What follows belongs to an exercise in optimizing a design on an open flow for small area, a short achievable clock period and few clock cycles per item; a production flow would make more cautious choices. RTL that was checked went through simulation tests only; none was proved equivalent to the original. Function not checked in runs 2 and 3: the RTL went through the layout flow alone. Power and IR drop assume default switching activity.

<file path="design.v">
`default_nettype none
package pool_buffer_pkg;
    typedef logic [32-1:0] pixel_t;
    typedef pixel_t [4-1:0] pixel_vec_t;
    typedef struct packed {
        pixel_vec_t top_left;
        pixel_vec_t top_right;
        pixel_vec_t bot_left;
        pixel_vec_t bot_right;
    } window_t;
    typedef struct packed {
        window_t                 window;
        logic [$clog2(((6 / 2) * (4 / 2)))-1:0] window_idx;
        logic                    last;
    } window_beat_t;
    typedef struct packed {
        logic [1:0]              bank_sel;
        logic [$clog2(((6 / 2) * (4 / 2)))-1:0] addr;
        pixel_vec_t              data;
    } bank_wr_t;
    typedef enum logic {
        ST_FILL,
        ST_DRAIN
    } buf_state_e;
endpackage
`default_nettype wire
`timescale 1ns/1ps
`default_nettype none
module pool_buffer_top (
    input  wire                           clk,
    input  wire                           rst_n,
    input  wire                           in_valid,
    input  wire pool_buffer_pkg::pixel_vec_t in_data,
    output logic                          in_ready,
    output logic                          out_valid,
    input  wire                           out_ready,
    output pool_buffer_pkg::window_beat_t out_beat
);
    localparam int DEPTH = 6 + 1;
    logic [$clog2(4)-1:0]     row;
    logic [$clog2(6)-1:0]     col;
    logic                        br_pos;
    logic                        row_last;
    logic                        col_last;
    logic                        accept;
    pool_buffer_pkg::pixel_vec_t hist [DEPTH];
    assign br_pos   = row[0] && col[0];
    assign row_last = (32'(row) == 4 - 1);
    assign col_last = (32'(col) == 6 - 1);
    assign in_ready  = !br_pos || out_ready;
    assign accept    = in_valid && in_ready;
    assign out_valid = in_valid && br_pos;
    always_comb begin
        out_beat.window.top_left  = hist[0];
        out_beat.window.top_right = hist[1];
        out_beat.window.bot_left  = hist[DEPTH-1];
        out_beat.window.bot_right = in_data;
        out_beat.window_idx       = $clog2(((6 / 2) * (4 / 2)))'((32'(row) >> 1) * (6 / 2) + (32'(col) >> 1));
        out_beat.last             = row_last && col_last;
    end
    always_ff @(posedge clk) begin
        if (accept) begin
            for (int k = 0; k < DEPTH - 1; k++) begin
                hist[k] <= hist[k+1];
            end
            hist[DEPTH-1] <= in_data;
        end
    end
    always_ff @(posedge clk or negedge rst_n) begin
        if (!rst_n) begin
            row <= '0;
            col <= '0;
        end else if (accept) begin
            if (col_last) begin
                col <= '0;
                if (row_last) begin
                    row <= '0;
                end else begin
                    row <= row + 1'b1;
                end
            end else begin
                col <= col + 1'b1;
            end
        end
    end
endmodule
`default_nettype wire
</file>
<file path="run.sh">
#!/bin/bash
# synth_recipe.tcl (not shown) runs the flow's synth.tcl, then flattens the netlist and writes it again
# the make line also repeats each setting of config.mk as NAME=value (left out here)
make -C /OpenROAD-flow-scripts/flow DESIGN_CONFIG=/design/flow/config.mk WORK_HOME=/design/flow/orfs CLKGATE_MAP_FILE= SYNTH_SCRIPT=/design/flow/synth_recipe.tcl finish
</file>
<file path="config.mk">
export PLATFORM = sky130hd
export DESIGN_NAME = pool_buffer_top
export DESIGN_NICKNAME = pool_buffer_top
export VERILOG_FILES = /design/flow/design.v
export SDC_FILE = /design/flow/constraint.sdc
export NUM_CORES = 4
export LEC_CHECK = 0
export CAP_MARGIN = 20
export CORE_MARGIN = 2
export CORE_UTILIZATION = 45
export PLACE_DENSITY = 0.6
export SLEW_MARGIN = 20
</file>
<file path="constraint.sdc">
create_clock -name core_clock -period 4.0 [get_ports {clk}]
set_input_delay 0.8000 -clock core_clock [delete_from_list [all_inputs] [get_ports {clk}]]
set_output_delay 0.8000 -clock core_clock [all_outputs]
set_load 0.01 [all_outputs]
</file>
==> flow_results.xml, run 1 <==
<?xml version="1.0" encoding="UTF-8"?>
<metrics>
  <group name="cts">
    <metric name="tritoncts" unit="">built</metric>
    <metric name="cts.root.buffer_cell" unit="">clkbuf_16</metric>
    <metric name="cts_repair_resize_count" unit="">0</metric>
    <metric name="htree_levels" unit="">3</metric>
    <metric name="clkLatencyLatePin" unit="ns">0.62</metric>
    <metric name="cts_hold_buffers" unit="">0</metric>
    <metric name="clock_sinks" unit="">901</metric>
    <metric name="numCtsBuffers" unit="">89</metric>
    <metric name="clkSlewWorstSetupHoldPaths" unit="ns">0.06</metric>
    <metric name="cts_setup_buffers" unit="">0</metric>
    <metric name="clockBufferDepth" unit="">3</metric>
  </group>
  <group name="worst_setup_path">
    <metric name="timing.reg2reg.worst_path_depth" unit="">4</metric>
    <metric name="setup.worst_path.class" unit="">flop to output port</metric>
    <metric name="timing.critical_path.from_type" unit="">flop</metric>
    <metric name="regToRegSetupSlack" unit="ns">1.89</metric>
    <metric name="worst_ep_arrival_time" unit="ns">2.30</metric>
    <metric name="worst-endpoint-required" unit="ns">3.20</metric>
    <metric name="end_kind" unit="">output port</metric>
    <metric name="timing.critical_path.fanout_max" unit="">4</metric>
  </group>
  <group name="sta">
    <metric name="finalMaxSlewViolations" unit="">0</metric>
    <metric name="fin_crit_sh" unit="%">77.6</metric>
    <metric name="achievable-frequency" unit="GHz">0.322</metric>
    <metric name="final.setup.tns" unit="ns">0</metric>
    <metric name="report.final.setup_viol" unit="">0</metric>
    <metric name="fin_worst_skew" unit="ns">0.0290</metric>
    <metric name="slew-limit-headroom" unit="%">62.4</metric>
    <metric name="setup_ws" unit="ns">0.896</metric>
    <metric name="finalHoldWorstSlack" unit="ns">0.397</metric>
    <metric name="grt_setup_unrepaired" unit="">false</metric>
    <metric name="min_clock_period_post_route" unit="ns">3.10</metric>
    <metric name="worst_pin_slew" unit="ns">0.565</metric>
    <metric name="final-hold-violation-count" unit="">0</metric>
  </group>
  <group name="finish">
    <metric name="end_of_flow_core_utilization" unit="%">61.4</metric>
    <metric name="final_cells" unit="">2600</metric>
    <metric name="share_of_layout_cells_above_drive_strength_1" unit="%">9.36</metric>
    <metric name="finalNetCount" unit="">1828</metric>
    <metric name="syn2layout_area_growth" unit="%">34.6</metric>
    <metric name="finalInstanceArea" unit="sq um">37900</metric>
  </group>
  <group name="synth">
    <metric name="yosysSeqAreaShare" unit="%">95.9</metric>
    <metric name="synth_warnings" unit="">2</metric>
    <metric name="synth.lib_cells_used.distinct" unit="">19</metric>
    <metric name="syn_inst" unit="">1051</metric>
    <metric name="syn_nets" unit="">1186</metric>
    <metric name="postSynthRegisterBits" unit="">901</metric>
    <metric name="post_synth.cell_area_avg" unit="sq um">26.8</metric>
    <metric name="area_of_the_mapped_netlist" unit="sq um">28200</metric>
  </group>
  <group name="routing">
    <metric name="initialDrtViolationCount" unit="">712</metric>
    <metric name="dr.pass1.iters" unit="">4</metric>
    <metric name="route.final.wire_length" unit="mm">50.2</metric>
    <metric name="routed_wire_length_per_instance" unit="um">19.3</metric>
    <metric name="remaining_drc_errors" unit="">0</metric>
    <metric name="number_of_vias_in_the_routed_layout" unit="">11570</metric>
    <metric name="antenna_left" unit="">0</metric>
    <metric name="drt-vias-per-instance" unit="">4.45</metric>
  </group>
  <group name="min_path">
    <metric name="hp-class" unit="">flop to flop</metric>
    <metric name="worst_hold_path.num_cells" unit="">0</metric>
  </group>
  <group name="placement">
    <metric name="routabilityCongestion" unit="">0.779</metric>
    <metric name="dpl.hpwl" unit="mm">34.2</metric>
    <metric name="io_buffers" unit="">649</metric>
    <metric name="dpl_worst_slack" unit="ns">1.04</metric>
    <metric name="placed_cell_area" unit="sq um">35100</metric>
    <metric name="dp_cells" unit="">2439</metric>
  </group>
  <group name="run">
    <metric name="max_cap_violations" unit="">0</metric>
  </group>
  <group name="global_routing">
    <metric name="grt_remaining_overflow" unit="">0</metric>
    <metric name="global_route.usage.met2" unit="%">25.7</metric>
    <metric name="top_usage_layer" unit="">met2</metric>
    <metric name="grt_pass1_wl" unit="mm">70.7</metric>
    <metric name="grt_pass1_vias" unit="">11481</metric>
    <metric name="grt_max_degree" unit="">107</metric>
    <metric name="grtUsageMet1" unit="%">17.8</metric>
    <metric name="grt_antenna_before_repair" unit="">1</metric>
    <metric name="groute.layer.met3.usage" unit="%">4.13</metric>
    <metric name="global_routing_usage_summed_across_all_routing_layers" unit="%">14.9</metric>
  </group>
  <group name="floorplanning">
    <metric name="die_h" unit="um">254</metric>
    <metric name="die_area" unit="sq um">64600</metric>
    <metric name="fp-row-count" unit="">91</metric>
    <metric name="floorplan.core_area" unit="sq um">61800</metric>
    <metric name="fp.dieW" unit="um">254</metric>
    <metric name="start_util" unit="%">45.6</metric>
    <metric name="floorplan.io_pins" unit="">650</metric>
  </group>
  <group name="outcome">
    <metric name="outcome" unit="">no timing/DRC/antenna violations</metric>
  </group>
  <group name="power">
    <metric name="post-layout-total-power" unit="mW">22.9</metric>
    <metric name="cellPowerDensity" unit="nW/um^2">603</metric>
    <metric name="highest_ir_drop_seen_on_vdd" unit="uV">364</metric>
    <metric name="leakagePower" unit="nW">12.9</metric>
  </group>
</metrics>
## power by group
part | switching (mW) | internal (mW)
logic | 1.18 | 1.18
registers | 0.482 | 12.1
clock network | 3.30 | 4.62
## critical path: stages, from the launching register on
cell and delay (ns):
dfrtp_1 0.43, ha_1 0.23, fa_1 0.48, clkdlybuf4s50_1 0.55
## area by class of cell
type / count / area, sq um
sequential: 901 / 27000
multi-input combinational: 22 / 186
antenna: 1 / 2.50
fill: 4302 / 23900
clock inverter: 55 / 487
timing repair buffer: 679 / 6850
tap: 837 / 1050
clock buffer: 105 / 2330
## layout by cell type (no fill, tap or decap), types with 2 or more instances in the layout
cell	n
nand2b_1	2
clkdlybuf4s50_1	649
nor2_1	3
edfxtp_1	896
inv_6	3
clkinv_1	20
clkbuf_16	91
o21ai_0	2
clkbuf_1	14
buf_4	20
mux2_2	2
clkinv_2	17
clkinv_8	2
dfrtp_1	5
clkinvlp_4	5
ha_1	2
buf_12	10
bufinv_16	7
## sequential cells by signal, indices dropped and copies added (netlist names)
signal / count
row: 2
hist: 896
col: 3
## worst paths after layout
| path | from | to |
|---|---|---|
| hold reg to reg | hist[2][116] | hist[1][116] |
| setup reg to reg | row[0] | hist[4][40] |
| hold / removal | hist[2][116] | hist[1][116] |
| setup / recovery | row[1] | out_beat[2] |
| min in group asynchronous | rst_n | col[0] |
| max in group asynchronous | rst_n | col[1] |
## kinds of logic (layout without fill, tap and decap cells)
kind of cell    count (synthesis)  after routing  share of synthesized area (%)
compound gates                  3              3                         0.0622
fa+ha+maj                       3              3                          0.160
other cells                     0              1                              0
simple gates                   13             13                          0.298
flops                         901            901                           95.9
buf+inv                       128            839                           3.41
mux                             3              3                          0.133
## per-layer routing
metal,vias up,wire length [um]
li1,5348,-
met1,5759,19300
met2,378,26600
met3,85,3000
met4,0,1290
met5,-,0
## synthesized netlist by cell type (all sizes together)
library cell | n | area share (%)
nand3b | 1 | 0.027
fa | 1 | 0.071
o21ai | 2 | 0.036
ha | 2 | 0.089
and3 | 1 | 0.027
mux2 | 3 | 0.13
nor2 | 3 | 0.040
and2b | 1 | 0.036
nor3 | 1 | 0.036
nand2 | 2 | 0.036
o21a | 1 | 0.027
dfrtp | 5 | 0.44
and2 | 1 | 0.022
edfxtp | 896 | 95
nand2b | 2 | 0.044
buf | 128 | 3.4
or2 | 1 | 0.031
Testbench counts, summed over its fixed seeds: cycles 1,536, frames 64.
==> run 2, diff against run 1 <==
--- a/design.v
+++ b/design.v
@@ -37,26 +37,28 @@
     output pool_buffer_pkg::window_beat_t out_beat
 );
     localparam int DEPTH = 6 + 1;
-    logic [$clog2(4)-1:0]     row;
-    logic [$clog2(6)-1:0]     col;
-    logic                        br_pos;
-    logic                        row_last;
-    logic                        col_last;
+    localparam logic [$clog2(((6 / 2) * (4 / 2)))-1:0] WIN_LAST = $clog2(((6 / 2) * (4 / 2)))'(((6 / 2) * (4 / 2)) - 1);
+    logic [$clog2(((6 / 2) * (4 / 2)))-1:0]     win;
+    logic                        r0;
+    logic                        c0;
+    logic                        br_q;
+    logic                        last_q;
+    logic                        win_row_end;
     logic                        accept;
+    logic [$clog2(((6 / 2) * (4 / 2)))-1:0]     win_next;
+    logic                        r0_next;
+    logic                        c0_next;
     pool_buffer_pkg::pixel_vec_t hist [DEPTH];
-    assign br_pos   = row[0] && col[0];
-    assign row_last = (32'(row) == 4 - 1);
-    assign col_last = (32'(col) == 6 - 1);
-    assign in_ready  = !br_pos || out_ready;
+    assign in_ready  = !br_q || out_ready;
     assign accept    = in_valid && in_ready;
-    assign out_valid = in_valid && br_pos;
+    assign out_valid = in_valid && br_q;
     always_comb begin
         out_beat.window.top_left  = hist[0];
         out_beat.window.top_right = hist[1];
         out_beat.window.bot_left  = hist[DEPTH-1];
         out_beat.window.bot_right = in_data;
-        out_beat.window_idx       = $clog2(((6 / 2) * (4 / 2)))'((32'(row) >> 1) * (6 / 2) + (32'(col) >> 1));
-        out_beat.last             = row_last && col_last;
+        out_beat.window_idx       = win;
+        out_beat.last             = last_q;
     end
     always_ff @(posedge clk) begin
         if (accept) begin
@@ -66,21 +68,36 @@
             hist[DEPTH-1] <= in_data;
         end
     end
+    assign win_row_end = (32'(win) % (6 / 2)) == (6 / 2) - 1;
+    always_comb begin
+        win_next = win;
+        r0_next  = r0;
+        c0_next  = !c0;
+        if (c0) begin
+            if (!win_row_end) begin
+                win_next = win + 1'b1;
+            end else if (!r0) begin
+                r0_next  = 1'b1;
+                win_next = win - $clog2(((6 / 2) * (4 / 2)))'((6 / 2) - 1);
+            end else begin
+                r0_next  = 1'b0;
+                win_next = (win == WIN_LAST) ? '0 : win + 1'b1;
+            end
+        end
+    end
     always_ff @(posedge clk or negedge rst_n) begin
         if (!rst_n) begin
-            row <= '0;
-            col <= '0;
+            win    <= '0;
+            r0     <= 1'b0;
+            c0     <= 1'b0;
+            br_q   <= 1'b0;
+            last_q <= 1'b0;
         end else if (accept) begin
-            if (col_last) begin
-                col <= '0;
-                if (row_last) begin
-                    row <= '0;
-                end else begin
-                    row <= row + 1'b1;
-                end
-            end else begin
-                col <= col + 1'b1;
-            end
+            win    <= win_next;
+            r0     <= r0_next;
+            c0     <= c0_next;
+            br_q   <= r0_next && c0_next;
+            last_q <= (win_next == WIN_LAST);
         end
     end
 endmodule
==> flow_results.xml, run 2 <==
<?xml version="1.0" encoding="UTF-8"?>
<metrics>
  <group name="synth">
    <metric name="synth_common_cells" unit="">896 x edfxtp_1, 129 x buf_4, 9 x ha_1</metric>
    <metric name="syn_inst" unit="">1094</metric>
    <metric name="area_of_the_mapped_netlist" unit="sq um">28500</metric>
    <metric name="dominantRegCellSynth" unit="">edfxtp_1</metric>
    <metric name="synth_warnings" unit="">2</metric>
    <metric name="synth.most_common_cell" unit="">edfxtp_1</metric>
    <metric name="synth_top_cell_area_share" unit="%">94.4</metric>
    <metric name="yosysSeqAreaShare" unit="%">95.1</metric>
    <metric name="synth.lib_cells_used.distinct" unit="">35</metric>
    <metric name="post_synth.cell_area_avg" unit="sq um">26.0</metric>
    <metric name="ys_async_sr_fraction" unit="%">0.775</metric>
    <metric name="post_synth_main_area_contributors" unit="">edfxtp_1 94%, buf_4 3.4%, dfrtp_1 0.61%, ha_1 0.40%, nand2_1 0.11%</metric>
    <metric name="postSynthRegisterBits" unit="">903</metric>
    <metric name="syn_nets" unit="">1235</metric>
    <metric name="synth.largest_area_cell" unit="">edfxtp_1</metric>
    <metric name="number_of_flops_mapped_to_enable_cells_by_yosys" unit="">896</metric>
  </group>
  <group name="sta">
    <metric name="report.final.setup_viol" unit="">0</metric>
    <metric name="min_clock_period_post_route" unit="ns">2.94</metric>
    <metric name="worst_pin_slew" unit="ns">1.10</metric>
    <metric name="fin_worst_skew" unit="ns">0.0186</metric>
    <metric name="finalMaxSlewViolations" unit="">0</metric>
    <metric name="achievable-frequency" unit="GHz">0.340</metric>
    <metric name="final-hold-violation-count" unit="">0</metric>
    <metric name="finalHoldWorstSlack" unit="ns">0.410</metric>
    <metric name="grt_setup_unrepaired" unit="">false</metric>
    <metric name="fin_crit_sh" unit="%">73.6</metric>
    <metric name="slew-limit-headroom" unit="%">26.8</metric>
  </group>
  <group name="worst_setup_path">
    <metric name="critical-path-top-cell-by-count" unit="">ha_1</metric>
    <metric name="cpPeakStageDelay" unit="ns">0.53</metric>
    <metric name="timing.critical_path.from_type" unit="">flop</metric>
    <metric name="worst_ep_arrival_time" unit="ns">3.47</metric>
    <metric name="worst_path_max_delay_cell" unit="">dfrtp_1</metric>
    <metric name="worst-endpoint-required" unit="ns">4.53</metric>
    <metric name="setup.worst_path.class" unit="">flop to flop</metric>
    <metric name="end_kind" unit="">flop</metric>
    <metric name="critical_path.cell_chain" unit="">inv_2 &gt; ha_1 &gt; a21oi_2 &gt; xnor2_1 &gt; inv_1 &gt; ha_1 &gt; nand2_1 &gt; nor3_1 &gt; o21ai_0 &gt; a211oi_1 &gt; o221a_2 &gt; o31ai_2</metric>
    <metric name="timing.critical_path.fanout_max" unit="">9</metric>
  </group>
  <group name="outcome">
    <metric name="outcome" unit="">no timing/DRC/antenna violations</metric>
  </group>
  <group name="power">
    <metric name="highest_ir_drop_seen_on_vdd" unit="uV">422</metric>
    <metric name="cellPowerDensity" unit="nW/um^2">636</metric>
    <metric name="leakagePower" unit="nW">13.1</metric>
  </group>
  <group name="routing">
    <metric name="antenna_left" unit="">0</metric>
    <metric name="dr.pass1.iters" unit="">6</metric>
    <metric name="initialDrtViolationCount" unit="">823</metric>
    <metric name="remaining_drc_errors" unit="">0</metric>
    <metric name="highest_routing_layer_actually_used" unit="">met4</metric>
    <metric name="number_of_vias_in_the_routed_layout" unit="">11896</metric>
    <metric name="wirelength_met1" unit="mm">19.8</metric>
    <metric name="routed_wire_length_per_instance" unit="um">19.3</metric>
    <metric name="detailroute.wirelength.met3" unit="mm">2.80</metric>
    <metric name="detailroute.wirelength.met2" unit="mm">27.0</metric>
    <metric name="route.final.wire_length" unit="mm">51.1</metric>
    <metric name="drt-vias-per-instance" unit="">4.49</metric>
  </group>
  <group name="placement">
    <metric name="placed_cell_area" unit="sq um">35300</metric>
    <metric name="dpl.hpwl" unit="mm">34.3</metric>
    <metric name="routabilityCongestion" unit="">0.835</metric>
    <metric name="io_buffers" unit="">649</metric>
  </group>
  <group name="cts">
    <metric name="clkSlewWorstSetupHoldPaths" unit="ns">0.06</metric>
    <metric name="cts_repair_resize_count" unit="">0</metric>
    <metric name="clockBufferDepth" unit="">3</metric>
    <metric name="clock_sinks" unit="">903</metric>
    <metric name="htree_levels" unit="">3</metric>
    <metric name="cts_hold_buffers" unit="">0</metric>
    <metric name="numCtsBuffers" unit="">91</metric>
    <metric name="clkLatencyLatePin" unit="ns">0.62</metric>
    <metric name="cts.root.buffer_cell" unit="">clkbuf_16</metric>
    <metric name="tritoncts" unit="">built</metric>
    <metric name="cts_setup_buffers" unit="">0</metric>
  </group>
  <group name="floorplanning">
    <metric name="fp.dieW" unit="um">256</metric>
    <metric name="die_area" unit="sq um">65300</metric>
    <metric name="die_h" unit="um">256</metric>
    <metric name="floorplan.io_pins" unit="">650</metric>
    <metric name="start_util" unit="%">45.3</metric>
    <metric name="fp-row-count" unit="">92</metric>
    <metric name="floorplan.core_area" unit="sq um">62900</metric>
  </group>
  <group name="finish">
    <metric name="syn2layout_area_growth" unit="%">34.7</metric>
    <metric name="mostFrequentLayoutCell" unit="">edfxtp_1</metric>
    <metric name="number_of_flip_flops_under_the_largest_register_name" unit="">896</metric>
    <metric name="ff_latch_area" unit="sq um">27100</metric>
    <metric name="ant_cells" unit="">0</metric>
    <metric name="area_of_the_multi_input_gates" unit="sq um">433</metric>
    <metric name="fill_cells" unit="">4461</metric>
    <metric name="finalNetCount" unit="">1869</metric>
    <metric name="reg.largest.list" unit="">hist: 896 flops, win: 3 flops</metric>
    <metric name="most-common-layout-cells" unit="">896 x edfxtp_1, 649 x clkdlybuf4s50_1, 93 x clkbuf_16</metric>
    <metric name="share_of_layout_cells_above_drive_strength_1" unit="%">9.16</metric>
    <metric name="finalInstanceArea" unit="sq um">38400</metric>
    <metric name="max_flop_register" unit="">hist</metric>
  </group>
  <group name="global_routing">
    <metric name="grt_pass1_vias" unit="">11998</metric>
    <metric name="global_routing_usage_summed_across_all_routing_layers" unit="%">15.4</metric>
    <metric name="grt_pass1_wl" unit="mm">75.1</metric>
    <metric name="grt_antenna_before_repair" unit="">0</metric>
    <metric name="grt_remaining_overflow" unit="">0</metric>
    <metric name="grt_max_degree" unit="">185</metric>
  </group>
  <group name="min_path">
    <metric name="hp-class" unit="">flop to flop</metric>
  </group>
  <group name="run">
    <metric name="max_cap_violations" unit="">0</metric>
  </group>
</metrics>
[run 2: changes by cell type after synthesis, sizes merged, moves of 2 or more]
cell   before  now
ha          2    9
nand2       2    8
inv         0    4
o21ai       2    6
a21oi       0    3
mux2        3    0
xnor2       0    3
dfrtp       5    7
nand3       0    2
o31ai       0    2
[run 2: critical path, delay by kind of cell (launching register included)]
| kind | cells | cell delay [ns] |
|---|---|---|
| AO/OA/AOI/OAI | 5 | 1.36 |
| adder cells (fa/ha/maj) | 2 | 0.54 |
| flip-flops | 1 | 0.53 |
| XOR/XNOR | 1 | 0.16 |
| buffers and inverters | 2 | 0.15 |
| AND/OR/NAND/NOR | 2 | 0.12 |
[run 2: layout make-up]
type,count,share of cell area [%]
tap,846,2.76
timing repair buffer,671,17.6
clock inverter,65,1.78
inverter,5,0.0587
multi-input combinational,56,1.13
clock buffer,101,6.14
sequential,903,70.6
[run 2: cells by family after synthesis]
family	after synthesis	share of synthesized area, %
DFF	903	95.1
adders and majority gates	9	0.395
xor gates and xnor gates	3	0.0922
and+or+nand+nor	24	0.448
AOI/OAI and AO/OA	20	0.531
buffers and inverters	135	3.48
[run 2: metal layers]
layer / GRT usage [%] / up-vias
met3: 4.12 / 84
li1: - / 5495
met1: 18.3 / 5932
met4: 5.65 / 0
met2: 26.9 / 385
met5: 0 / -
[run 2: per-stage QoR]
stage	power, mW	std cells	util (%)	worst slack (ns)	TNS [ns]
after floorplan	14.8	1094	-	-10.97	-9855.19
after global placement	16.1	2481	56.2	0.730	0
after detailed placement	16.2	2481	56.2	0.707	0
after CTS	24.7	2647	61.1	1.09	0
after global routing	25.4	2647	61.1	0.900	0
final	24.4	2647	61.1	1.06	0
[run 2: path summary, 6_finish.rpt]
check	start	endpoint	slack, ns	cells past startpoint
max	win[0]	last_q	1.06	12
min	hist[5][100]	hist[4][100]	0.41	0
max reg2reg	win[0]	last_q	1.06	12
min reg2reg	hist[5][100]	hist[4][100]	0.41	0
max in group asynchronous	rst_n	last_q	3.31	1
min in group asynchronous	rst_n	win[1]	0.44	1
[run 2: power by group]
group | internal, mW | switching [mW]
clock | 5.09 | 3.40
combinational | 1.40 | 1.49
sequential | 12.4 | 0.592
==> run 3, diff against run 2 <==
==> flow/run.sh (new file) <==
#!/bin/bash
set -euo pipefail
bash standard.sh "BUFFER_PORTS_ARGS=-buffer_cell sky130_fd_sc_hd__buf_2" finish > flow_make.log 2>&1
==> standard.sh (new file) <==
#!/bin/bash
# synth_recipe.tcl (not shown) runs the flow's synth.tcl, then flattens the netlist and writes it again
# the make line also repeats each setting of config.mk as NAME=value (left out here)
make -C /OpenROAD-flow-scripts/flow DESIGN_CONFIG=/design/flow/config.mk WORK_HOME=/design/flow/orfs CLKGATE_MAP_FILE= SYNTH_SCRIPT=/design/flow/synth_recipe.tcl "${@:-finish}"
removed: run.sh
==> flow_results.xml, run 3 <==
<?xml version="1.0" encoding="UTF-8"?>
<metrics>
  <group name="routing">
    <metric name="remaining_drc_errors" unit="">0</metric>
    <metric name="dr.pass1.iters" unit="">4</metric>
    <metric name="drt-vias-per-instance" unit="">4.53</metric>
    <metric name="antenna_left" unit="">0</metric>
    <metric name="route.final.wire_length" unit="mm">47.7</metric>
    <metric name="initialDrtViolationCount" unit="">818</metric>
    <metric name="number_of_vias_in_the_routed_layout" unit="">12006</metric>
    <metric name="routed_wire_length_per_instance" unit="um">18.0</metric>
  </group>
  <group name="finish">
    <metric name="mostFrequentLayoutCell" unit="">edfxtp_1</metric>
    <metric name="most-common-layout-cells" unit="">896 x edfxtp_1, 649 x buf_2, 91 x clkbuf_16</metric>
    <metric name="reg.largest.list" unit="">hist: 896 flops, win: 3 flops</metric>
    <metric name="share_of_layout_cells_above_drive_strength_1" unit="%">45.3</metric>
    <metric name="max_flop_register" unit="">hist</metric>
    <metric name="finalNetCount" unit="">1871</metric>
    <metric name="number_of_flip_flops_under_the_largest_register_name" unit="">896</metric>
    <metric name="syn2layout_area_growth" unit="%">22.9</metric>
  </group>
  <group name="power">
    <metric name="switching_portion_of_total_power" unit="%">23.2</metric>
    <metric name="leakagePower" unit="nW">13.1</metric>
    <metric name="power.share.combinational" unit="%">9.1</metric>
    <metric name="highest_ir_drop_seen_on_vdd" unit="uV">491</metric>
    <metric name="cellPowerDensity" unit="nW/um^2">664</metric>
    <metric name="power_report.internal_total" unit="mW">17.9</metric>
    <metric name="power.share.clock" unit="%">34.8</metric>
    <metric name="share_seq_of_total_power" unit="%">56.1</metric>
    <metric name="p_sw" unit="mW">5.39</metric>
  </group>
  <group name="synth">
    <metric name="syn_inst" unit="">1094</metric>
    <metric name="dominantRegCellSynth" unit="">edfxtp_1</metric>
    <metric name="synth.most_common_cell" unit="">edfxtp_1</metric>
    <metric name="synth_warnings" unit="">2</metric>
    <metric name="number_of_flops_mapped_to_enable_cells_by_yosys" unit="">896</metric>
    <metric name="ys_async_sr_fraction" unit="%">0.775</metric>
    <metric name="post_synth_main_area_contributors" unit="">edfxtp_1 94%, buf_4 3.4%, dfrtp_1 0.61%, ha_1 0.40%, nand2_1 0.11%</metric>
    <metric name="postSynthRegisterBits" unit="">903</metric>
    <metric name="synth_common_cells" unit="">896 x edfxtp_1, 129 x buf_4, 9 x ha_1</metric>
    <metric name="synth_top_cell_area_share" unit="%">94.4</metric>
    <metric name="area_of_the_mapped_netlist" unit="sq um">28500</metric>
    <metric name="syn_nets" unit="">1235</metric>
    <metric name="yosysSeqAreaShare" unit="%">95.1</metric>
    <metric name="post_synth.cell_area_avg" unit="sq um">26.0</metric>
    <metric name="synth.lib_cells_used.distinct" unit="">35</metric>
    <metric name="synth.largest_area_cell" unit="">edfxtp_1</metric>
  </group>
  <group name="floorplanning">
    <metric name="fp-row-count" unit="">92</metric>
    <metric name="die_area" unit="sq um">65300</metric>
    <metric name="floorplan.core_area" unit="sq um">62900</metric>
    <metric name="floorplan.io_pins" unit="">650</metric>
    <metric name="fp.dieW" unit="um">256</metric>
    <metric name="start_util" unit="%">45.3</metric>
    <metric name="die_h" unit="um">256</metric>
  </group>
  <group name="worst_setup_path">
    <metric name="worstReg2RegEnd" unit="">last_q</metric>
    <metric name="regToRegSetupSlack" unit="ns">1.08</metric>
    <metric name="worst-endpoint-required" unit="ns">4.53</metric>
    <metric name="timing.critical_path.from_type" unit="">flop</metric>
    <metric name="timing.reg2reg.worst_path_depth" unit="">12</metric>
    <metric name="worst_ep_arrival_time" unit="ns">3.44</metric>
    <metric name="end_kind" unit="">flop</metric>
    <metric name="setup.worst_path.class" unit="">flop to flop</metric>
    <metric name="timing.critical_path.fanout_max" unit="">9</metric>
    <metric name="regToRegStartpoint" unit="">win[0]</metric>
  </group>
  <group name="sta">
    <metric name="grt_setup_unrepaired" unit="">false</metric>
    <metric name="report.final.setup_viol" unit="">0</metric>
    <metric name="finalMaxSlewViolations" unit="">0</metric>
    <metric name="min_clock_period_post_route" unit="ns">2.92</metric>
    <metric name="slew-limit-headroom" unit="%">42.6</metric>
    <metric name="worst_pin_slew" unit="ns">0.861</metric>
    <metric name="setup_ws" unit="ns">1.08</metric>
    <metric name="fin_crit_sh" unit="%">73.0</metric>
    <metric name="achievable-frequency" unit="GHz">0.343</metric>
    <metric name="fin_worst_skew" unit="ns">0.0155</metric>
    <metric name="final.setup.tns" unit="ns">0</metric>
    <metric name="final-hold-violation-count" unit="">0</metric>
  </group>
  <group name="min_path">
    <metric name="min_delay_worst_endpoint" unit="">hist[6][33]</metric>
    <metric name="hp-class" unit="">primary input to flop</metric>
    <metric name="hold_path.startpoint" unit="">in_data[33]</metric>
    <metric name="worst_hold_path.num_cells" unit="">1</metric>
  </group>
  <group name="cts">
    <metric name="clockBufferDepth" unit="">3</metric>
    <metric name="clkLatencyLatePin" unit="ns">0.61</metric>
    <metric name="clock_sinks" unit="">903</metric>
    <metric name="clkSlewWorstSetupHoldPaths" unit="ns">0.06</metric>
    <metric name="numCtsBuffers" unit="">89</metric>
    <metric name="htree_levels" unit="">3</metric>
    <metric name="cts_repair_resize_count" unit="">0</metric>
    <metric name="tritoncts" unit="">built</metric>
    <metric name="cts.root.buffer_cell" unit="">clkbuf_16</metric>
  </group>
  <group name="global_routing">
    <metric name="grt_remaining_overflow" unit="">0</metric>
    <metric name="grt_max_degree" unit="">163</metric>
    <metric name="grt_antenna_before_repair" unit="">0</metric>
    <metric name="grt_pass1_wl" unit="mm">70.8</metric>
    <metric name="grt_pass1_vias" unit="">11851</metric>
    <metric name="global_routing_usage_summed_across_all_routing_layers" unit="%">14.2</metric>
  </group>
  <group name="placement">
    <metric name="routabilityCongestion" unit="">0.845</metric>
    <metric name="io_buffers" unit="">649</metric>
    <metric name="dpl.hpwl" unit="mm">32.0</metric>
    <metric name="dpl_worst_slack" unit="ns">1.14</metric>
  </group>
  <group name="outcome">
    <metric name="outcome" unit="">no timing/DRC/antenna violations</metric>
  </group>
  <group name="run">
    <metric name="max_cap_violations" unit="">0</metric>
  </group>
</metrics>
[run 3: worst max-delay path: stages (launching register included)]
cell	delay, ns
dfrtp_1	0.53
inv_2	0.08
ha_1	0.25
a21oi_2	0.14
xnor2_1	0.16
inv_1	0.08
ha_1	0.21
and3b_1	0.21
a21oi_1	0.05
o41a_1	0.18
or4_4	0.52
a31o_1	0.23
o31ai_2	0.18
[run 3: power groups by stage]
stage	clock network, mW	logic (mW)	registers (mW)
after floorplan	0	0.868	13.9
after global placement	0	2.09	13.2
after detailed placement	0	2.15	13.3
after CTS	8.36	2.15	13.1
after global routing	8.72	2.30	13.2
final	8.09	2.12	13.0
[run 3: worst max path at each step]
stage	start	depth (start not counted)	end
final	win[0]	12	last_q
after global routing	win[0]	12	last_q
after CTS	win[0]	12	last_q
after detailed placement	win[0]	12	last_q
after global placement	out_ready	6	hist[1][7]
after floorplan	out_ready	3	hist[0][0]
[run 3: final cells by class]
type                       instances  area, sq um
antenna                            1         2.50
clock buffer                     105         2330
clock inverter                    61          578
fill                            4770        27800
inverter                           5         22.5
multi-input combinational         56          433
sequential                       903        27100
tap                              846         1060
timing repair buffer             675         3500
[run 3: logic make-up (layout without fill, tap and decap cells)]
group | count (synthesis) | count (layout) | share of synthesized area (%)
adder cells (fa/ha/maj) | 9 | 9 | 0.395
other | 0 | 1 | 0
buffers and inverters | 135 | 846 | 3.48
flip-flops | 903 | 903 | 95.1
AND/OR/NAND/NOR | 24 | 24 | 0.448
AO/OA/AOI/OAI | 20 | 20 | 0.531
XOR/XNOR | 3 | 3 | 0.0922
[run 3: per-stage QoR]
| step | hold WS [ns] | total power [mW] | area (sq um) | std cells | utilization, % |
|---|---|---|---|---|---|
| after floorplan | 0.400 | 14.8 | 28500 | 1094 | - |
| after global placement | 0.400 | 15.3 | 32100 | 2484 | 51.0 |
| after detailed placement | 0.405 | 15.4 | 32100 | 2484 | 51.0 |
| after CTS | 0.314 | 23.6 | 35000 | 2651 | 55.7 |
| after global routing | 0.319 | 24.2 | 35000 | 2651 | 55.7 |
| final | 0.366 | 23.3 | 35000 | 2652 | 55.7 |
[run 3: what timing repair did]
action | 4_1_cts | 5_1_grt
hold buffers | 1 | 0
hold endpoints to repair | 7 | 0
buffers inserted | 0 | 0
[run 3: routing by layer]
metal  wire, um  GRT usage [%]
met5          0              0
met4       1180           4.91
met3       2510           3.54
met2      25100           24.3
met1      18900           17.7
==> run 4, diff against run 3 <==
--- a/design.v
+++ b/design.v
@@ -43,7 +43,6 @@
     logic                        c0;
     logic                        br_q;
     logic                        last_q;
-    logic                        win_row_end;
     logic                        accept;
     logic [$clog2(((6 / 2) * (4 / 2)))-1:0]     win_next;
     logic                        r0_next;
@@ -68,20 +67,21 @@
             hist[DEPTH-1] <= in_data;
         end
     end
-    assign win_row_end = (32'(win) % (6 / 2)) == (6 / 2) - 1;
     always_comb begin
         win_next = win;
         r0_next  = r0;
         c0_next  = !c0;
         if (c0) begin
-            if (!win_row_end) begin
-                win_next = win + 1'b1;
-            end else if (!r0) begin
-                r0_next  = 1'b1;
-                win_next = win - $clog2(((6 / 2) * (4 / 2)))'((6 / 2) - 1);
-            end else begin
-                r0_next  = 1'b0;
-                win_next = (win == WIN_LAST) ? '0 : win + 1'b1;
+            case (win)
+                3'd0:    win_next = 3'd1;
+                3'd1:    win_next = 3'd2;
+                3'd2:    win_next = r0 ? 3'd3 : 3'd0;
+                3'd3:    win_next = 3'd4;
+                3'd4:    win_next = 3'd5;
+                default: win_next = r0 ? 3'd0 : 3'd3;
+            endcase
+            if (win == 3'd2 || win == 3'd5) begin
+                r0_next = !r0;
             end
         end
     end
==> flow_results.xml, run 4 <==
<?xml version="1.0" encoding="UTF-8"?>
<metrics>
  <group name="worst_setup_path">
    <metric name="path_delay_family" unit="">flip-flops</metric>
    <metric name="setup.worst_path.class" unit="">flop to output port</metric>
    <metric name="worst_ep_arrival_time" unit="ns">1.35</metric>
    <metric name="cpPeakStageDelay" unit="ns">0.53</metric>
    <metric name="timing.critical_path.fanout_max" unit="">2</metric>
    <metric name="worst_path_max_delay_cell" unit="">edfxtp_1</metric>
    <metric name="regToRegSetupSlack" unit="ns">1.94</metric>
    <metric name="end_kind" unit="">output port</metric>
    <metric name="cp_num_buf_inv" unit="">1</metric>
    <metric name="timing.critical_path.from_type" unit="">flop</metric>
    <metric name="critical_path.cell_chain" unit="">buf_2</metric>
    <metric name="worst-endpoint-required" unit="ns">3.20</metric>
  </group>
  <group name="placement">
    <metric name="placed_cell_area" unit="sq um">31900</metric>
    <metric name="routabilityCongestion" unit="">0.838</metric>
    <metric name="io_buffers" unit="">649</metric>
    <metric name="dpl.hpwl" unit="mm">31.5</metric>
  </group>
  <group name="floorplanning">
    <metric name="start_util" unit="%">45.7</metric>
    <metric name="fp-row-count" unit="">91</metric>
    <metric name="die_area" unit="sq um">64900</metric>
    <metric name="die_h" unit="um">255</metric>
    <metric name="floorplan.io_pins" unit="">650</metric>
    <metric name="fp.dieW" unit="um">255</metric>
    <metric name="floorplan.core_area" unit="sq um">61900</metric>
  </group>
  <group name="sta">
    <metric name="achievable-frequency" unit="GHz">0.464</metric>
    <metric name="final-hold-violation-count" unit="">0</metric>
    <metric name="report.final.setup_viol" unit="">0</metric>
    <metric name="slew-limit-headroom" unit="%">49.2</metric>
    <metric name="fin_crit_sh" unit="%">53.9</metric>
    <metric name="min_clock_period_post_route" unit="ns">2.15</metric>
    <metric name="grt_setup_unrepaired" unit="">false</metric>
    <metric name="worst_pin_slew" unit="ns">0.762</metric>
    <metric name="fin_worst_skew" unit="ns">0.0187</metric>
    <metric name="finalMaxSlewViolations" unit="">0</metric>
  </group>
  <group name="min_path">
    <metric name="hp-class" unit="">primary input to flop</metric>
  </group>
  <group name="synth">
    <metric name="postSynthRegisterBits" unit="">903</metric>
    <metric name="ys_async_sr_fraction" unit="%">0.775</metric>
    <metric name="yosysSeqAreaShare" unit="%">95.7</metric>
    <metric name="syn_nets" unit="">1194</metric>
    <metric name="synth.lib_cells_used.distinct" unit="">20</metric>
    <metric name="post_synth.cell_area_avg" unit="sq um">26.6</metric>
    <metric name="post_synth_main_area_contributors" unit="">edfxtp_1 95%, buf_4 3.5%, dfrtp_1 0.62%, o2111ai_1 0.093%, xnor2_1 0.093%</metric>
    <metric name="synth.largest_area_cell" unit="">edfxtp_1</metric>
    <metric name="synth_top_cell_area_share" unit="%">95.1</metric>
    <metric name="dominantRegCellSynth" unit="">edfxtp_1</metric>
    <metric name="area_of_the_mapped_netlist" unit="sq um">28300</metric>
    <metric name="synth_common_cells" unit="">896 x edfxtp_1, 130 x buf_4, 7 x dfrtp_1</metric>
    <metric name="synth_warnings" unit="">2</metric>
    <metric name="synth.most_common_cell" unit="">edfxtp_1</metric>
    <metric name="syn_inst" unit="">1062</metric>
    <metric name="number_of_flops_mapped_to_enable_cells_by_yosys" unit="">896</metric>
  </group>
  <group name="routing">
    <metric name="drt-vias-per-instance" unit="">4.51</metric>
    <metric name="initialDrtViolationCount" unit="">734</metric>
    <metric name="antenna_left" unit="">0</metric>
    <metric name="routed_wire_length_per_instance" unit="um">18.2</metric>
    <metric name="remaining_drc_errors" unit="">0</metric>
    <metric name="route.final.wire_length" unit="mm">47.1</metric>
    <metric name="dr.pass1.iters" unit="">4</metric>
    <metric name="number_of_vias_in_the_routed_layout" unit="">11696</metric>
  </group>
  <group name="cts">
    <metric name="cts_repair_resize_count" unit="">0</metric>
    <metric name="tritoncts" unit="">built</metric>
    <metric name="numCtsBuffers" unit="">89</metric>
    <metric name="cts.root.buffer_cell" unit="">clkbuf_16</metric>
    <metric name="clkLatencyLatePin" unit="ns">0.61</metric>
    <metric name="htree_levels" unit="">3</metric>
    <metric name="clock_sinks" unit="">903</metric>
    <metric name="clkSlewWorstSetupHoldPaths" unit="ns">0.06</metric>
    <metric name="clockBufferDepth" unit="">3</metric>
    <metric name="cts_setup_buffers" unit="">0</metric>
  </group>
  <group name="finish">
    <metric name="finalNetCount" unit="">1821</metric>
    <metric name="reg.largest.list" unit="">hist: 896 flops, win: 3 flops</metric>
    <metric name="mostFrequentLayoutCell" unit="">edfxtp_1</metric>
    <metric name="ant_cells" unit="">0</metric>
    <metric name="share_of_layout_cells_above_drive_strength_1" unit="%">44.9</metric>
    <metric name="most-common-layout-cells" unit="">896 x edfxtp_1, 649 x buf_2, 90 x clkbuf_16</metric>
    <metric name="finalInstanceArea" unit="sq um">34600</metric>
    <metric name="syn2layout_area_growth" unit="%">22.4</metric>
    <metric name="fill_cells" unit="">4742</metric>
    <metric name="number_of_flip_flops_under_the_largest_register_name" unit="">896</metric>
    <metric name="max_flop_register" unit="">hist</metric>
  </group>
  <group name="global_routing">
    <metric name="grt_pass1_wl" unit="mm">66.5</metric>
    <metric name="top_usage_layer" unit="">met2</metric>
    <metric name="grt_remaining_overflow" unit="">0</metric>
    <metric name="grtUsageMet1" unit="%">17.4</metric>
    <metric name="grt_antenna_before_repair" unit="">2</metric>
    <metric name="groute.layer.met3.usage" unit="%">3.75</metric>
    <metric name="global_route.usage.met2" unit="%">22.7</metric>
    <metric name="grt_max_degree" unit="">137</metric>
    <metric name="global_routing_usage_summed_across_all_routing_layers" unit="%">13.8</metric>
    <metric name="grt_pass1_vias" unit="">11273</metric>
  </group>
  <group name="power">
    <metric name="cellPowerDensity" unit="nW/um^2">644</metric>
    <metric name="highest_ir_drop_seen_on_vdd" unit="uV">365</metric>
    <metric name="leakagePower" unit="nW">12.9</metric>
    <metric name="post-layout-total-power" unit="mW">22.3</metric>
  </group>
  <group name="outcome">
    <metric name="outcome" unit="">no timing/DRC/antenna violations</metric>
  </group>
  <group name="run">
    <metric name="max_cap_violations" unit="">0</metric>
  </group>
</metrics>
==> run 4: changes by cell type after synthesis, moves of 2 or more <==
cell,change
ha_1,-9
nand2_1,-7
o21ai_0,-5
nor2_1,-4
o2111ai_1,+3
buf_6,+2
mux2_2,+2
nand3_1,-2
nand3b_1,-2
nor2b_1,+2
nor3b_1,+2
==> run 4: final timing paths <==
kind / depth (start not counted) / startpoint / end
min in group asynchronous: 2 / rst_n / br_q
worst min register to register: 0 / hist[4][57] / hist[3][57]
worst min-delay path: 1 / in_data[103] / hist[6][103]
worst max-delay path: 1 / hist[1][34] / out_beat[294]
max in group asynchronous: 2 / rst_n / win[1]
worst max register to register: 5 / br_q / hist[0][42]
==> run 4: layout make-up <==
| class | instances | area [sq um] | area share (%) |
|---|---|---|---|
| clock buffers | 110 | 2330 | 6.72 |
| repair buffers | 668 | 3520 | 10.2 |
| flip-flops and latches | 903 | 27100 | 78.2 |
| clock inverters | 49 | 432 | 1.25 |
| well taps | 837 | 1050 | 3.02 |
| inverters | 2 | 11.3 | 0.0325 |
| multi-input cells | 25 | 213 | 0.614 |
==> run 4: logic make-up after synthesis <==
group,after synthesis,share of synthesized area [%]
XOR/XNOR,3,0.0929
buffers and inverters,134,3.56
flip-flops,903,95.7
multiplexers,2,0.0796
AND/OR/NAND/NOR,11,0.270
AO/OA/AOI/OAI,9,0.257
==> run 4: power breakdown <==
part	total (mW)	leakage (nW)	internal [mW]	switching, mW
Combinational	1.76	2.77	0.574	1.19
Clock	7.82	1.34	4.53	3.29
Sequential	12.7	8.77	12.2	0.508
Total	22.3	12.9	17.3	4.99
==> run 4: what timing repair did <==
| action | in CTS | in global routing |
|---|---|---|
| hold buffers | 1 | 0 |
| endpoints found under the hold margin | 7 | 0 |
| setup endpoints to repair | 0 | 0 |
==> run 4: routing by layer <==
metal | share of wire (%) | vias to the layer above
li1 | - | 5354
met1 | 39 | 5821
met2 | 51 | 418
met3 | 6.7 | 99
met4 | 2.9 | 4
met5 | 0.049 | -
==> run 4: through the flow <==
step	util [%]	std cells	hold slack, ns	setup slack [ns]	TNS, ns
floorplan	-	1062	0.400	-11.03	-9880.57
global placement	51.4	2434	0.400	1.44	0
detailed placement	51.4	2434	0.405	1.40	0
CTS	55.9	2594	0.319	1.79	0
global route	55.9	2594	0.324	1.78	0
finish	55.9	2594	0.370	1.85	0
Testbench counts of run 4, summed over its fixed seeds: cycles 1,536, frames 64.
==> run 5, diff against run 4 <==
--- a/config.mk
+++ b/config.mk
@@ -9,4 +9,5 @@
 export CORE_MARGIN = 2
 export CORE_UTILIZATION = 45
 export PLACE_DENSITY = 0.6
+export SETUP_SLACK_MARGIN = 2.0
 export SLEW_MARGIN = 20
==> flow_results.xml, run 5 <==
<?xml version="1.0" encoding="UTF-8"?>
<metrics>
  <group name="outcome">
    <metric name="outcome" unit="">no timing/DRC/antenna violations</metric>
  </group>
  <group name="sta">
    <metric name="worst_pin_slew" unit="ns">0.743</metric>
    <metric name="min_clock_period_post_route" unit="ns">2.14</metric>
    <metric name="grt_setup_unrepaired" unit="">true</metric>
    <metric name="finalMaxSlewViolations" unit="">0</metric>
    <metric name="slew-limit-headroom" unit="%">50.4</metric>
    <metric name="setup_ws" unit="ns">1.86</metric>
    <metric name="report.final.setup_viol" unit="">0</metric>
    <metric name="final-hold-violation-count" unit="">0</metric>
    <metric name="fin_worst_skew" unit="ns">0.0174</metric>
    <metric name="achievable-frequency" unit="GHz">0.467</metric>
    <metric name="fin_crit_sh" unit="%">53.5</metric>
  </group>
  <group name="worst_setup_path">
    <metric name="worst_path_max_delay_cell" unit="">edfxtp_1</metric>
    <metric name="path_delay_family" unit="">flip-flops</metric>
    <metric name="worst_ep_arrival_time" unit="ns">1.34</metric>
    <metric name="timing.critical_path.from_type" unit="">flop</metric>
    <metric name="cp_num_buf_inv" unit="">1</metric>
    <metric name="setup.worst_path.class" unit="">flop to output port</metric>
    <metric name="end_kind" unit="">output port</metric>
    <metric name="worst-endpoint-required" unit="ns">3.20</metric>
    <metric name="cpPeakStageDelay" unit="ns">0.54</metric>
    <metric name="timing.critical_path.fanout_max" unit="">2</metric>
    <metric name="critical_path.cell_chain" unit="">buf_6</metric>
  </group>
  <group name="power">
    <metric name="leakagePower" unit="nW">13.8</metric>
    <metric name="share_seq_of_total_power" unit="%">55.8</metric>
    <metric name="p_sw" unit="mW">5.08</metric>
    <metric name="power.share.combinational" unit="%">9.7</metric>
    <metric name="highest_ir_drop_seen_on_vdd" unit="uV">372</metric>
    <metric name="cellPowerDensity" unit="nW/um^2">626</metric>
    <metric name="switching_portion_of_total_power" unit="%">22.4</metric>
    <metric name="power.share.clock" unit="%">34.5</metric>
    <metric name="power_report.internal_total" unit="mW">17.6</metric>
  </group>
  <group name="routing">
    <metric name="routed_wire_length_per_instance" unit="um">17.4</metric>
    <metric name="antenna_left" unit="">0</metric>
    <metric name="number_of_vias_in_the_routed_layout" unit="">12354</metric>
    <metric name="route.final.wire_length" unit="mm">48.4</metric>
    <metric name="dr.pass1.iters" unit="">5</metric>
    <metric name="remaining_drc_errors" unit="">0</metric>
    <metric name="drt-vias-per-instance" unit="">4.45</metric>
    <metric name="initialDrtViolationCount" unit="">744</metric>
  </group>
  <group name="finish">
    <metric name="most-common-layout-cells" unit="">896 x edfxtp_1, 614 x buf_2, 192 x buf_4</metric>
    <metric name="syn2layout_area_growth" unit="%">28.1</metric>
    <metric name="mostFrequentLayoutCell" unit="">edfxtp_1</metric>
    <metric name="max_flop_register" unit="">hist</metric>
    <metric name="finalNetCount" unit="">2005</metric>
    <metric name="ant_cells" unit="">0</metric>
    <metric name="number_of_flip_flops_under_the_largest_register_name" unit="">896</metric>
    <metric name="share_of_layout_cells_above_drive_strength_1" unit="%">50.3</metric>
    <metric name="reg.largest.list" unit="">hist: 896 flops, win: 3 flops</metric>
    <metric name="end_of_flow_core_utilization" unit="%">58.5</metric>
  </group>
  <group name="floorplanning">
    <metric name="die_h" unit="um">255</metric>
    <metric name="die_area" unit="sq um">64900</metric>
    <metric name="fp-row-count" unit="">91</metric>
    <metric name="floorplan.io_pins" unit="">650</metric>
    <metric name="start_util" unit="%">45.7</metric>
    <metric name="floorplan.core_area" unit="sq um">61900</metric>
    <metric name="fp.dieW" unit="um">255</metric>
  </group>
  <group name="cts">
    <metric name="cts.root.buffer_cell" unit="">clkbuf_16</metric>
    <metric name="numCtsBuffers" unit="">89</metric>
    <metric name="clkSlewWorstSetupHoldPaths" unit="ns">0.06</metric>
    <metric name="clkLatencyLatePin" unit="ns">0.61</metric>
    <metric name="tritoncts" unit="">built</metric>
    <metric name="clockBufferDepth" unit="">3</metric>
    <metric name="clock_sinks" unit="">903</metric>
    <metric name="htree_levels" unit="">3</metric>
  </group>
  <group name="global_routing">
    <metric name="grt_max_degree" unit="">137</metric>
    <metric name="grt_remaining_overflow" unit="">0</metric>
    <metric name="grt_pass1_vias" unit="">11848</metric>
    <metric name="grt_antenna_before_repair" unit="">2</metric>
    <metric name="global_routing_usage_summed_across_all_routing_layers" unit="%">14.0</metric>
    <metric name="grt_pass1_wl" unit="mm">67.9</metric>
  </group>
  <group name="placement">
    <metric name="io_buffers" unit="">649</metric>
    <metric name="dpl_worst_slack" unit="ns">1.40</metric>
    <metric name="routabilityCongestion" unit="">0.838</metric>
    <metric name="dpl.hpwl" unit="mm">31.5</metric>
  </group>
  <group name="synth">
    <metric name="postSynthRegisterBits" unit="">903</metric>
    <metric name="yosysSeqAreaShare" unit="%">95.7</metric>
    <metric name="dominantRegCellSynth" unit="">edfxtp_1</metric>
    <metric name="synth_top_cell_area_share" unit="%">95.1</metric>
    <metric name="syn_nets" unit="">1194</metric>
    <metric name="number_of_flops_mapped_to_enable_cells_by_yosys" unit="">896</metric>
    <metric name="synth.largest_area_cell" unit="">edfxtp_1</metric>
    <metric name="post_synth.cell_area_avg" unit="sq um">26.6</metric>
    <metric name="synth.most_common_cell" unit="">edfxtp_1</metric>
    <metric name="synth_common_cells" unit="">896 x edfxtp_1, 130 x buf_4, 7 x dfrtp_1</metric>
    <metric name="synth.lib_cells_used.distinct" unit="">20</metric>
    <metric name="post_synth_main_area_contributors" unit="">edfxtp_1 95%, buf_4 3.5%, dfrtp_1 0.62%, o2111ai_1 0.093%, xnor2_1 0.093%</metric>
    <metric name="area_of_the_mapped_netlist" unit="sq um">28300</metric>
    <metric name="synth_warnings" unit="">2</metric>
    <metric name="syn_inst" unit="">1062</metric>
    <metric name="ys_async_sr_fraction" unit="%">0.775</metric>
  </group>
  <group name="run">
    <metric name="max_cap_violations" unit="">0</metric>
  </group>
  <group name="min_path">
    <metric name="hp-class" unit="">primary input to flop</metric>
  </group>
</metrics>
-- run 5: changes by cell type in the layout (fill, tap and decap cells not counted), sizes merged --
cell	previous run	this run
buf	667	851
-- run 5: layer usage --
metal,GRT usage (%),vias up,part of all wire (%)
met5,0,-,0.047
met1,17.5,6105,39
met2,23.5,423,52
met4,5.65,4,2.9
met3,3.63,101,6.4
li1,-,5721,-
-- run 5: power by group through the flow --
stage               combinational [mW]  clock, mW  sequential [mW]
floorplan                        0.690          0             13.7
global route                      2.38       8.43             12.8
finish                            2.21       7.83             12.7
detailed placement                1.80          0             12.9
CTS                               2.13       8.09             12.7
global placement                  1.77          0             12.9
-- run 5: area by class of cell --
class	count	area [sq um]
clock inverter	49	432
multi-input combinational	25	213
tap	837	1050
timing repair buffer	852	5120
clock buffer	110	2330
fill	4565	25700
inverter	2	11.3
sequential	903	27100
-- run 5: kinds of logic after synthesis --
logic type | synth area share [%]
XOR/XNOR | 0.0929
AND/OR/NAND/NOR | 0.270
multiplexers | 0.0796
AO/OA/AOI/OAI | 0.257
buffers and inverters | 3.56
flip-flops | 95.7
-- run 5: worst paths after layout --
| kind | from | to | slack [ns] | cells after the start |
|---|---|---|---|---|
| max | hist[1][34] | out_beat[294] | 1.86 | 1 |
| max reg2reg | br_q | hist[0][42] | 2.07 | 6 |
| max in group asynchronous | rst_n | win[0] | 3.25 | 2 |
| min in group asynchronous | rst_n | br_q | 0.58 | 2 |
| min | in_data[103] | hist[6][103] | 0.37 | 1 |
| min reg2reg | hist[4][57] | hist[3][57] | 0.40 | 0 |
-- run 5: metrics by stage --
stage	hold WS (ns)	instance area, sq um	power [mW]	setup TNS (ns)	cells
after floorplan	0.400	28300	14.4	-9880.57	1062
after global placement	0.400	31900	14.6	0	2434
after detailed placement	0.405	31900	14.7	0	2434
after CTS	0.319	35800	22.9	0	2728
after global routing	0.324	36200	23.6	0	2778
final	0.370	36200	22.7	0	2778
-- run 5: timing repair --
action	CTS	global route
setup buffers	134	50
gates resized for setup	33	20
setup endpoints to repair	600	232
hold buffers	1	0
hold endpoints to repair	7	0
gates cloned	0	0
==> run 6, diff against run 5 <==
--- a/config.mk
+++ b/config.mk
@@ -7,7 +7,6 @@
 export LEC_CHECK = 0
 export CAP_MARGIN = 20
 export CORE_MARGIN = 2
-export CORE_UTILIZATION = 45
-export PLACE_DENSITY = 0.6
-export SETUP_SLACK_MARGIN = 2.0
+export CORE_UTILIZATION = 70
+export PLACE_DENSITY = 0.8
 export SLEW_MARGIN = 20
==> flow_results.xml, run 6 <==
<?xml version="1.0" encoding="UTF-8"?>
<metrics>
  <group name="sta">
    <metric name="final-hold-violation-count" unit="">0</metric>
    <metric name="achievable-frequency" unit="GHz">0.453</metric>
    <metric name="worst_pin_slew" unit="ns">0.626</metric>
    <metric name="setup_ws" unit="ns">1.79</metric>
    <metric name="finalMaxSlewViolations" unit="">0</metric>
    <metric name="min_clock_period_post_route" unit="ns">2.21</metric>
    <metric name="fin_crit_sh" unit="%">55.1</metric>
    <metric name="final.setup.tns" unit="ns">0</metric>
    <metric name="slew-limit-headroom" unit="%">58.2</metric>
    <metric name="report.final.setup_viol" unit="">0</metric>
    <metric name="fin_worst_skew" unit="ns">0.0181</metric>
    <metric name="grt_setup_unrepaired" unit="">false</metric>
  </group>
  <group name="floorplanning">
    <metric name="die_area" unit="sq um">42000</metric>
    <metric name="start_util" unit="%">71.0</metric>
    <metric name="fp.dieW" unit="um">205</metric>
    <metric name="floorplan.io_pins" unit="">650</metric>
    <metric name="floorplan.core_area" unit="sq um">39800</metric>
    <metric name="fp-row-count" unit="">73</metric>
    <metric name="die_h" unit="um">205</metric>
  </group>
  <group name="worst_setup_path">
    <metric name="timing.critical_path.from_type" unit="">flop</metric>
    <metric name="cpPeakStageDelay" unit="ns">0.46</metric>
    <metric name="critical_path.cell_chain" unit="">nand2b_4 &gt; nand2_4 &gt; clkinvlp_4 &gt; buf_12 &gt; buf_4</metric>
    <metric name="setup.worst_path.class" unit="">flop to flop</metric>
    <metric name="worst_ep_arrival_time" unit="ns">2.43</metric>
    <metric name="end_kind" unit="">flop</metric>
    <metric name="worst_path_max_delay_cell" unit="">buf_4</metric>
    <metric name="timing.critical_path.fanout_max" unit="">36</metric>
    <metric name="worst-endpoint-required" unit="ns">4.22</metric>
  </group>
  <group name="finish">
    <metric name="number_of_flip_flops_under_the_largest_register_name" unit="">896</metric>
    <metric name="finalNetCount" unit="">1814</metric>
    <metric name="reg.largest.list" unit="">hist: 896 flops, win: 3 flops</metric>
    <metric name="max_flop_register" unit="">hist</metric>
    <metric name="most-common-layout-cells" unit="">896 x edfxtp_1, 649 x buf_2, 85 x clkbuf_16</metric>
    <metric name="mostFrequentLayoutCell" unit="">edfxtp_1</metric>
    <metric name="finalInstanceArea" unit="sq um">34200</metric>
    <metric name="syn2layout_area_growth" unit="%">20.8</metric>
    <metric name="share_of_layout_cells_above_drive_strength_1" unit="%">45.1</metric>
    <metric name="final_cells" unit="">2272</metric>
  </group>
  <group name="synth">
    <metric name="synth.largest_area_cell" unit="">edfxtp_1</metric>
    <metric name="synth.lib_cells_used.distinct" unit="">20</metric>
    <metric name="syn_nets" unit="">1194</metric>
    <metric name="synth-compound-area-share" unit="%">0.257</metric>
    <metric name="syn_inst" unit="">1062</metric>
    <metric name="ys_async_sr_fraction" unit="%">0.775</metric>
    <metric name="synth.most_common_cell" unit="">edfxtp_1</metric>
    <metric name="synth_top_family_by_area" unit="">buffers and inverters</metric>
    <metric name="dominantRegCellSynth" unit="">edfxtp_1</metric>
    <metric name="synth_top_cell_area_share" unit="%">95.1</metric>
    <metric name="post_synth_main_area_contributors" unit="">edfxtp_1 95%, buf_4 3.5%, dfrtp_1 0.62%, o2111ai_1 0.093%, xnor2_1 0.093%</metric>
    <metric name="synth_warnings" unit="">2</metric>
    <metric name="postSynthRegisterBits" unit="">903</metric>
    <metric name="area_of_the_mapped_netlist" unit="sq um">28300</metric>
    <metric name="synth_common_cells" unit="">896 x edfxtp_1, 130 x buf_4, 7 x dfrtp_1</metric>
    <metric name="number_of_flops_mapped_to_enable_cells_by_yosys" unit="">896</metric>
    <metric name="post_synth.cell_area_avg" unit="sq um">26.6</metric>
    <metric name="synth_adder_area_share" unit="%">0</metric>
    <metric name="synth-simple-area-share" unit="%">0.270</metric>
    <metric name="yosys.area_share.xor_xnor" unit="%">0.0929</metric>
    <metric name="synth.area.mux_share" unit="%">0.0796</metric>
    <metric name="yosysSeqAreaShare" unit="%">95.7</metric>
  </group>
  <group name="cts">
    <metric name="clkSlewWorstSetupHoldPaths" unit="ns">0.07</metric>
    <metric name="cts_hold_buffers" unit="">0</metric>
    <metric name="htree_levels" unit="">3</metric>
    <metric name="clockBufferDepth" unit="">3</metric>
    <metric name="clock_sinks" unit="">903</metric>
    <metric name="tritoncts" unit="">built</metric>
    <metric name="cts_setup_buffers" unit="">0</metric>
    <metric name="clkLatencyLatePin" unit="ns">0.60</metric>
    <metric name="numCtsBuffers" unit="">80</metric>
    <metric name="cts_repair_resize_count" unit="">0</metric>
    <metric name="cts.root.buffer_cell" unit="">clkbuf_16</metric>
  </group>
  <group name="power">
    <metric name="share_seq_of_total_power" unit="%">57.2</metric>
    <metric name="switching_portion_of_total_power" unit="%">23.4</metric>
    <metric name="highest_ir_drop_seen_on_vdd" unit="uV">487</metric>
    <metric name="cellPowerDensity" unit="nW/um^2">658</metric>
    <metric name="post-layout-total-power" unit="mW">22.5</metric>
    <metric name="power.share.clock" unit="%">34.2</metric>
    <metric name="power.share.combinational" unit="%">8.5</metric>
    <metric name="p_sw" unit="mW">5.25</metric>
    <metric name="leakagePower" unit="nW">12.8</metric>
    <metric name="power_report.internal_total" unit="mW">17.2</metric>
  </group>
  <group name="routing">
    <metric name="routed_wire_length_per_instance" unit="um">27.7</metric>
    <metric name="dr.pass1.iters" unit="">5</metric>
    <metric name="remaining_drc_errors" unit="">0</metric>
    <metric name="number_of_vias_in_the_routed_layout" unit="">12851</metric>
    <metric name="initialDrtViolationCount" unit="">1346</metric>
    <metric name="detailroute.wirelength.met3" unit="mm">5.28</metric>
    <metric name="detailroute.wirelength.met2" unit="mm">33.8</metric>
    <metric name="wirelength_met1" unit="mm">21.0</metric>
    <metric name="antenna_left" unit="">0</metric>
    <metric name="highest_routing_layer_actually_used" unit="">met5</metric>
    <metric name="route.final.wire_length" unit="mm">63.0</metric>
    <metric name="drt-vias-per-instance" unit="">5.66</metric>
  </group>
  <group name="outcome">
    <metric name="outcome" unit="">no timing/DRC/antenna violations</metric>
  </group>
  <group name="global_routing">
    <metric name="grt_pass1_wl" unit="mm">87.5</metric>
    <metric name="grt_max_degree" unit="">106</metric>
    <metric name="grt_remaining_overflow" unit="">0</metric>
    <metric name="grt_antenna_before_repair" unit="">7</metric>
    <metric name="global_routing_usage_summed_across_all_routing_layers" unit="%">29.9</metric>
    <metric name="grt_pass1_vias" unit="">12779</metric>
  </group>
  <group name="placement">
    <metric name="io_buffers" unit="">649</metric>
    <metric name="dp_cells" unit="">2125</metric>
    <metric name="dpl_worst_slack" unit="ns">1.33</metric>
    <metric name="routabilityCongestion" unit="">0.858</metric>
    <metric name="placed_cell_area" unit="sq um">31500</metric>
    <metric name="dpl.hpwl" unit="mm">37.3</metric>
  </group>
  <group name="min_path">
    <metric name="hp-class" unit="">primary input to async pin</metric>
  </group>
  <group name="run">
    <metric name="max_cap_violations" unit="">0</metric>
  </group>
</metrics>
[run 6: cell counts after synthesis]
Identical to the previous run, type by type.
[run 6: area by class of cell]
| cell class | instances | area (sq um) |
|---|---|---|
| Multi-Input combinational cell | 25 | 213 |
| Timing Repair Buffer | 670 | 3580 |
| Sequential cell | 903 | 27100 |
| Inverter | 2 | 11.3 |
| Antenna cell | 3 | 7.51 |
| Fill cell | 1560 | 5670 |
| Clock buffer | 102 | 2200 |
| Clock inverter | 42 | 404 |
| Tap cell | 525 | 657 |
[run 6: final timing paths]
kind                               from            to  slack (ns)  cells after the start
max in group asynchronous         rst_n          br_q        3.80                      1
max reg2reg                        br_q   hist[4][14]        1.79                      5
min reg2reg                 hist[3][54]   hist[2][54]        0.41                      0
min in group core_clock    in_data[120]  hist[6][120]        0.39                      1
max                                br_q   hist[4][14]        1.79                      5
min                               rst_n        win[1]        0.03                      1
[run 6: cell families after synthesis]
| family | Yosys count |
|---|---|
| compound gates | 9 |
| xor+xnor | 3 |
| buf+inv | 134 |
| flops | 903 |
| mux | 2 |
| simple gates | 11 |
[run 6: metrics by stage]
stage,utilization (%),hold WS [ns]
2_1_floorplan,-,0.400
5_1_grt,85.8,0.0281
3_3_place_gp,79.2,0.400
3_5_place_dp,79.2,0.405
6_report,85.8,0.0273
4_1_cts,85.7,0.00709
[run 6: routing by layer]
metal	track usage [%]	up-vias
met4	14.0	6
li1	-	5324
met1	35.8	6472
met3	7.06	169
met5	0	-
met2	52.0	880
[run 6: critical path, delay by kind of cell, from the launching register on]
family	cells	cell delay (ns)
flip-flops	1	0.42
buffers and inverters	3	1.18
AND/OR/NAND/NOR	2	0.23
[run 6: power groups by stage]
stage	Sequential, mW	Combinational, mW	Clock [mW]
2_1_floorplan	13.7	0.690	0
3_3_place_gp	12.8	1.78	0
3_5_place_dp	13.0	1.85	0
4_1_cts	12.9	1.91	7.82
5_1_grt	13.0	2.03	8.10
6_report	12.9	1.91	7.69

[afterwards: timing with drivers on the ports]
The flow's constraints put no driver on any port. The routed layouts listed below were extracted and timed again, unchanged, in two steps. Step 1 sets driving cells, clkbuf_16 on the clock port and buf_2 on the other inputs (assumed; they add their load-dependent delay and slew). Step 2 moves the port delays by t, midway between the first and last clock arrival at a register: inputs arrive t later, outputs are due t later. That takes back most of the time a late clock gives input paths. a / b / c = ideal ports / drivers / drivers and shift; a / b = the first two.
run | t, ns | setup slack, ns | hold WS [ns] | worst setup path after step 2
run 1 | 0.663 | 0.896 / 0.837 / 1.050 | 0.397 / 0.380 / 0.397 | input to register
run 2 | 0.669 | 1.058 / 1.058 / 0.745 | 0.410 / 0.410 / 0.410 | input to register
run 3 | 0.667 | 1.082 / 1.082 / 1.082 | 0.366 / 0.327 / 0.404 | register to register
run 4 | 0.663 | 1.846 / 1.787 / 1.387 | 0.370 / 0.332 / 0.402 | input to register
run 5 | 0.663 | 1.860 / 1.801 / 1.538 | 0.370 / 0.331 / 0.403 | input to register
run 6 | 0.643 | 1.794 / 1.787 / 1.250 | 0.027 / -0.001 / 0.411 | input to register
After both steps every run listed still meets setup and hold. For run 6, which loses most, drivers alone change the setup slack by -0.007 ns; drivers and shift together by -0.544 ns.
